From an optimization exercise on the open Yosys and OpenROAD flow, aimed at small area; shortcuts taken in it are not production practice.
Function was checked by simulation only, so behaviour that the tests miss may differ from the original.
Power figures rest on the tool's default switching activity, not on a simulated workload.

===== flow/run.sh =====
#!/bin/bash
# synth_recipe.tcl (not shown) runs the flow's synth.tcl, then flattens the netlist and writes it again
# the make line also repeats each setting of config.mk as NAME=value (left out here)
make -C /OpenROAD-flow-scripts/flow DESIGN_CONFIG=/design/flow/config.mk WORK_HOME=/design/flow/orfs CLKGATE_MAP_FILE= SYNTH_SCRIPT=/design/flow/synth_recipe.tcl finish

===== flow/config.mk =====
export PLATFORM = sky130hd
export DESIGN_NAME = regfile
export DESIGN_NICKNAME = regfile
export VERILOG_FILES = /design/flow/design.v
export SDC_FILE = /design/flow/constraint.sdc
export NUM_CORES = 4
export LEC_CHECK = 0
export CAP_MARGIN = 20
export CORE_MARGIN = 2
export CORE_UTILIZATION = 40
export SETUP_SLACK_MARGIN = 0.3
export SLEW_MARGIN = 20
export SYNTH_HIERARCHICAL = 1

===== flow/constraint.sdc =====
create_clock -name core_clock -period 6.0 [get_ports {clk}]
set_input_delay 1.2000 -clock core_clock [delete_from_list [all_inputs] [get_ports {clk}]]
set_output_delay 1.2000 -clock core_clock [all_outputs]
set_load 0.01 [all_outputs]

===== flow/design.v =====
package rv32_pkg;
    localparam int XLEN   = 32;
    localparam int REG_AW = 5;
    localparam logic [REG_AW-1:0] REG_ZERO = 5'd0;
    typedef logic [XLEN-1:0]   word_t;
    typedef logic [REG_AW-1:0] reg_idx_t;
endpackage
module regfile_read_port
#(
    parameter int XLEN   = rv32_pkg::XLEN,
    parameter int AW     = rv32_pkg::REG_AW,
    parameter bit BYPASS = 1'b1
) (
    input  logic                       rst_n,
    input  logic [XLEN*(2**AW)-1:0]    store,
    input  logic [2**AW-1:0]           valid,
    input  logic                       p,
    input  logic [XLEN-1:0]            wn,
    input  logic                       we,
    input  logic [AW-1:0]              rd_addr,
    input  logic [AW-1:0]              rs_addr,
    output logic [XLEN-1:0]            rs_data
);
    localparam int NREG = 2**AW;
    localparam int NGRP = (NREG + 2) / 3;    
    logic            hit;
    logic [NREG-1:0] sel;
    logic            pq;
    assign hit = BYPASS && rst_n && we &&
                 (rd_addr != '0) &&
                 (rd_addr == rs_addr);
    always_comb begin
        sel[0] = hit;
        for (int i = 1; i < NREG; i++)
            sel[i] = (rs_addr == AW'(i)) && valid[i] && !hit;
    end
    assign pq = p && (|sel);
    for (genvar j = 0; j < XLEN; j++) begin : g_bit
        logic [NREG-1:0] t;
        logic [NGRP-1:0] y;
        always_comb begin
            t[0] = wn[j];
            for (int i = 1; i < NREG; i++)
                t[i] = store[i*XLEN + j];
        end
        for (genvar g = 0; g < NGRP; g++) begin : g_grp
            if (3*g + 2 < NREG) begin : g3
                rf_aoi222 u_a (
                    .a0 (sel[3*g]),   .b0 (t[3*g]),
                    .a1 (sel[3*g+1]), .b1 (t[3*g+1]),
                    .a2 (sel[3*g+2]), .b2 (t[3*g+2]),
                    .y  (y[g])
                );
            end else begin : g2
                rf_aoi22 u_a (
                    .a0 (sel[3*g]),   .b0 (t[3*g]),
                    .a1 (sel[3*g+1]), .b1 (t[3*g+1]),
                    .y  (y[g])
                );
            end
        end
        assign rs_data[j] = ~(&y) ^ pq;
    end
endmodule
module rf_aoi222 (
    input  logic a0, b0, a1, b1, a2, b2,
    output logic y
);
    assign y = ~((a0 & b0) | (a1 & b1) | (a2 & b2));
endmodule
module rf_aoi22 (
    input  logic a0, b0, a1, b1,
    output logic y
);
    assign y = ~((a0 & b0) | (a1 & b1));
endmodule
module regfile
#(
    parameter int XLEN   = rv32_pkg::XLEN,
    parameter int AW     = rv32_pkg::REG_AW,
    parameter bit BYPASS = 1'b1
) (
    input  logic            clk,
    input  logic            rst_n,
    input  logic [AW-1:0]   rs1_addr,
    input  logic [AW-1:0]   rs2_addr,
    output logic [XLEN-1:0] rs1_data,
    output logic [XLEN-1:0] rs2_data,
    input  logic            we,
    input  logic [AW-1:0]   rd_addr,
    input  logic [XLEN-1:0] rd_data
);
    localparam int NREG = 2**AW;
    logic                 p;
    logic [XLEN-1:0]      wn;
    logic [XLEN*NREG-1:0] store;
    logic [NREG-1:0]      valid;
    always_ff @(posedge clk or negedge rst_n) begin
        if (!rst_n)
            p <= 1'b0;
        else
            p <= ~p;
    end
    assign wn = rd_data ^ {XLEN{p}};
    assign store[XLEN-1:0] = '0;
    assign valid[0] = 1'b0;
    for (genvar i = 1; i < NREG; i++) begin : g_reg
        logic [XLEN-1:0] s;
        logic [XLEN-1:0] d;
        logic            v;
        logic            wen;
        logic            wen_n;
        assign wen   = we && (rd_addr == AW'(i));
        assign wen_n = ~wen;
        always_ff @(posedge clk or negedge rst_n) begin
            if (!rst_n)
                v <= 1'b0;
            else if (wen)
                v <= 1'b1;
        end
        for (genvar j = 0; j < XLEN; j++) begin : g_bit
            rf_wcell u_w (
                .wen   (wen),
                .wen_n (wen_n),
                .wn    (wn[j]),
                .s     (s[j]),
                .d     (d[j])
            );
        end
        always_ff @(posedge clk)
            s <= d;
        assign store[i*XLEN +: XLEN] = s;
        assign valid[i] = v;
    end
    regfile_read_port #(
        .XLEN   (XLEN),
        .AW     (AW),
        .BYPASS (BYPASS)
    ) u_rs1 (
        .rst_n   (rst_n),
        .store   (store),
        .valid   (valid),
        .p       (p),
        .wn      (wn),
        .we      (we),
        .rd_addr (rd_addr),
        .rs_addr (rs1_addr),
        .rs_data (rs1_data)
    );
    regfile_read_port #(
        .XLEN   (XLEN),
        .AW     (AW),
        .BYPASS (BYPASS)
    ) u_rs2 (
        .rst_n   (rst_n),
        .store   (store),
        .valid   (valid),
        .p       (p),
        .wn      (wn),
        .we      (we),
        .rd_addr (rd_addr),
        .rs_addr (rs2_addr),
        .rs_data (rs2_data)
    );
endmodule
module rf_wcell (
    input  logic wen,
    input  logic wen_n,
    input  logic wn,
    input  logic s,
    output logic d
);
    assign d = ~((wen_n | wn) & (wen | s));
endmodule

==> flow_metrics.env <==
export IMPL_crit_required_ns=4.80
export IMPL_synth_cells=3419
export IMPL_grt_pass1_wl_um=284000
export IMPL_avgSynthCellArea_sq_um=11.3
export IMPL_clock_latency_ns=0.71
export IMPL_worstSetupStartpointType="input port"
export IMPL_nNetsFinal=4194
export IMPL_die_area_sq_mm=0.0991
export IMPL_ys_warn_count=8
export IMPL_path_max_fanout=7
export IMPL_crit_type="in -> out"
export IMPL_area_growth_pct=34.4
export IMPL_ir_drop_mv=0.225
export IMPL_endpoint_kind="output port"
export IMPL_fin_util=0.539
export IMPL_cts_buffers=107
export IMPL_fin_skew_ns=0.0366
export IMPL_dp_hpwl_um=120000
export IMPL_cts_htree_levels=3
export IMPL_finalNonFillerCells=5510
export IMPL_outcome="complete, no violations"
export IMPL_first_pass_iters=12
export IMPL_period_needed_ns=5.78
export IMPL_pin_count=114
export IMPL_cts_sinks=1024
export IMPL_p_leak_nw=19.2
export IMPL_synthesis_area_sq_mm=0.0386
export IMPL_synth_nets=3469
export IMPL_reg2reg_from="p$_DFF_PN0_"
export IMPL_whs_endpoint="g_reg[7].s[3]$_DFF_P_"
export IMPL_hold_buffers=0
export IMPL_dp_cells=5260
export IMPL_drtIter0Drc=9637
export IMPL_tritoncts="done"
export IMPL_finalInstanceArea_sq_mm=0.0519
export IMPL_port_buffers=113
export IMPL_min_path_type="reg -> reg"
export IMPL_setup_slack_ns=0.215
export IMPL_cap_violations=0
export IMPL_arrival_ns=4.58
export IMPL_ant_nets=0
export IMPL_setup_viol=0
export IMPL_post_place_ws_ns=-0.893
export IMPL_die_width_um=315
export IMPL_grtUsageTotal=0.385
export IMPL_start_util=0.401
export IMPL_placed_area_sq_mm=0.0467
export IMPL_fin_tns_setup_ns=0
export IMPL_cts_clk_slew_worst_paths_ns=0.06
export IMPL_root_buffer="clkbuf_16"
export IMPL_grt_setup_unrepaired="true"
export IMPL_relSlewSlack=0.145
export IMPL_hold_path_startpoint="g_reg[7].s[3]$_DFF_P_"
export IMPL_design_core_area_sq_mm=0.0963
export IMPL_diodes=0
export IMPL_overflow=0
export IMPL_hold_viol=0
export IMPL_grt_pass1_vias=40500
export IMPL_die_y_um=315
export IMPL_grt_max_degree=33
export IMPL_fmax_ghz=0.173
export IMPL_holdWs_ns=0.472
export IMPL_clock_path_buffers=3
export IMPL_vias=43000
export IMPL_finalMaxSlewViolations=0
export IMPL_whs_path_depth=1
export IMPL_drive_above_1_share=0.253
export IMPL_antenna_found_initial=5
export IMPL_avgRoutedWirePerCell_um=36.2
export IMPL_viasPerCell=7.81
export IMPL_worstMarginPinSlew_ns=1.28
export IMPL_total_power_mw=19.9
export IMPL_ff2ff_setup_slack_ns=3.56
export IMPL_rows=114
export IMPL_reg2regPathDepth=4
export IMPL_gp_congestion=0.976
export IMPL_p_per_area_mw_per_mm2=383
export IMPL_fin_crit_sh=0.964
export IMPL_worstReg2RegEnd="g_reg[10].s[1]$_DFF_P_"
export IMPL_totalWireLength_um=200000
export IMPL_drcViolationCount=0
-- final cells by class --
type / count / area, sq um
well taps: 1276 / 1600
clock buffers: 157 / 3190
multi-input cells: 2347 / 19300
repair buffers: 657 / 6640
flip-flops and latches: 1024 / 20700
fillers: 8337 / 44400
clock inverters: 42 / 534
inverters: 7 / 28.8
-- how the worst max path moves through the flow --
stage / startpoint / endpoint / slack, ns / cells past startpoint
after floorplan: rs1_addr[2] / rs1_data[10] / 0.93 / 11
after global placement: rd_addr[0] / rs1_data[27] / -0.99 / 17
after detailed placement: rd_addr[0] / rs1_data[16] / -0.89 / 18
after CTS: rd_addr[3] / rs2_data[1] / 0.24 / 17
after global routing: rs1_addr[3] / rs1_data[16] / 0.20 / 19
final: rd_addr[1] / rs2_data[14] / 0.22 / 16
-- layout by cell type, fill, tap and decap left out, types with 33 or more instances in the layout --
master     count
clkbuf_16    113
nor2_4        41
nand3_1       67
a22oi_2       64
xor2_1        62
a222oi_1     640
buf_4        417
nor3_2        33
buf_12        80
o22ai_1      994
nand2_1       41
dfxtp_1      992
nand4_1      129
-- registers in the layout (all words and copies together), names as in the netlist --
register and flops:
g.s 992, g.v 31, p 1
-- power breakdown --
part	internal, mW	switching (mW)	total [mW]
sequential	8.47	1.35	9.82
clock	4.08	2.93	7.01
combinational	1.51	1.55	3.07
-- worst max-delay path, cell delays in order --
cell and delay [ns]:
clkbuf_4 0.18, buf_4 0.16, o22ai_2 0.09, a2111oi_4 0.40
buf_4 0.22, a21oi_4 0.07, and2_4 0.16, and3_4 0.24
buf_12 0.15, buf_16 0.16, a222oi_1 0.43, nand4_1 0.29
nor3_2 0.36, buf_4 0.18, xor2_1 0.13, buf_2 0.14
-- layer usage --
layer  track usage  wire, um
met1         0.502     72000
met2         0.532     79000
met3         0.121     30600
met4         0.282     17900
met5       0.00484       104
-- repair_timing --
action	4_1_cts	5_1_grt
setup buffers	21	7
cloned	14	4
resized for setup	335	91
endpoints found under the hold margin	0	0
pin swaps	153	93
setup endpoints to repair	64	59

-- afterwards: timing with drivers on the ports --
In the flow no input, the clock included, has a driving cell. The finished layout below was timed again as built, in two steps.
Step 1, drivers: a clkbuf_16 drives clk and a buf_2 each remaining input, both assumed.
Step 2 times the ports against the registers' clock, not the clock port: input delays grow and output delays shrink by t, the midpoint of the rising clock arrivals with the driver on.
Three values: ideal, step 1, step 2; two values: the first two.
t (ns): 0.756
slack for setup (ns): 0.215 / 0.164 / 0.164
clock arrival spread, ns: 0.039 / 0.039
After both steps setup and hold are still met in this run. For this run, drivers alone change the setup slack by -0.051 ns; drivers and shift together by -0.051 ns.
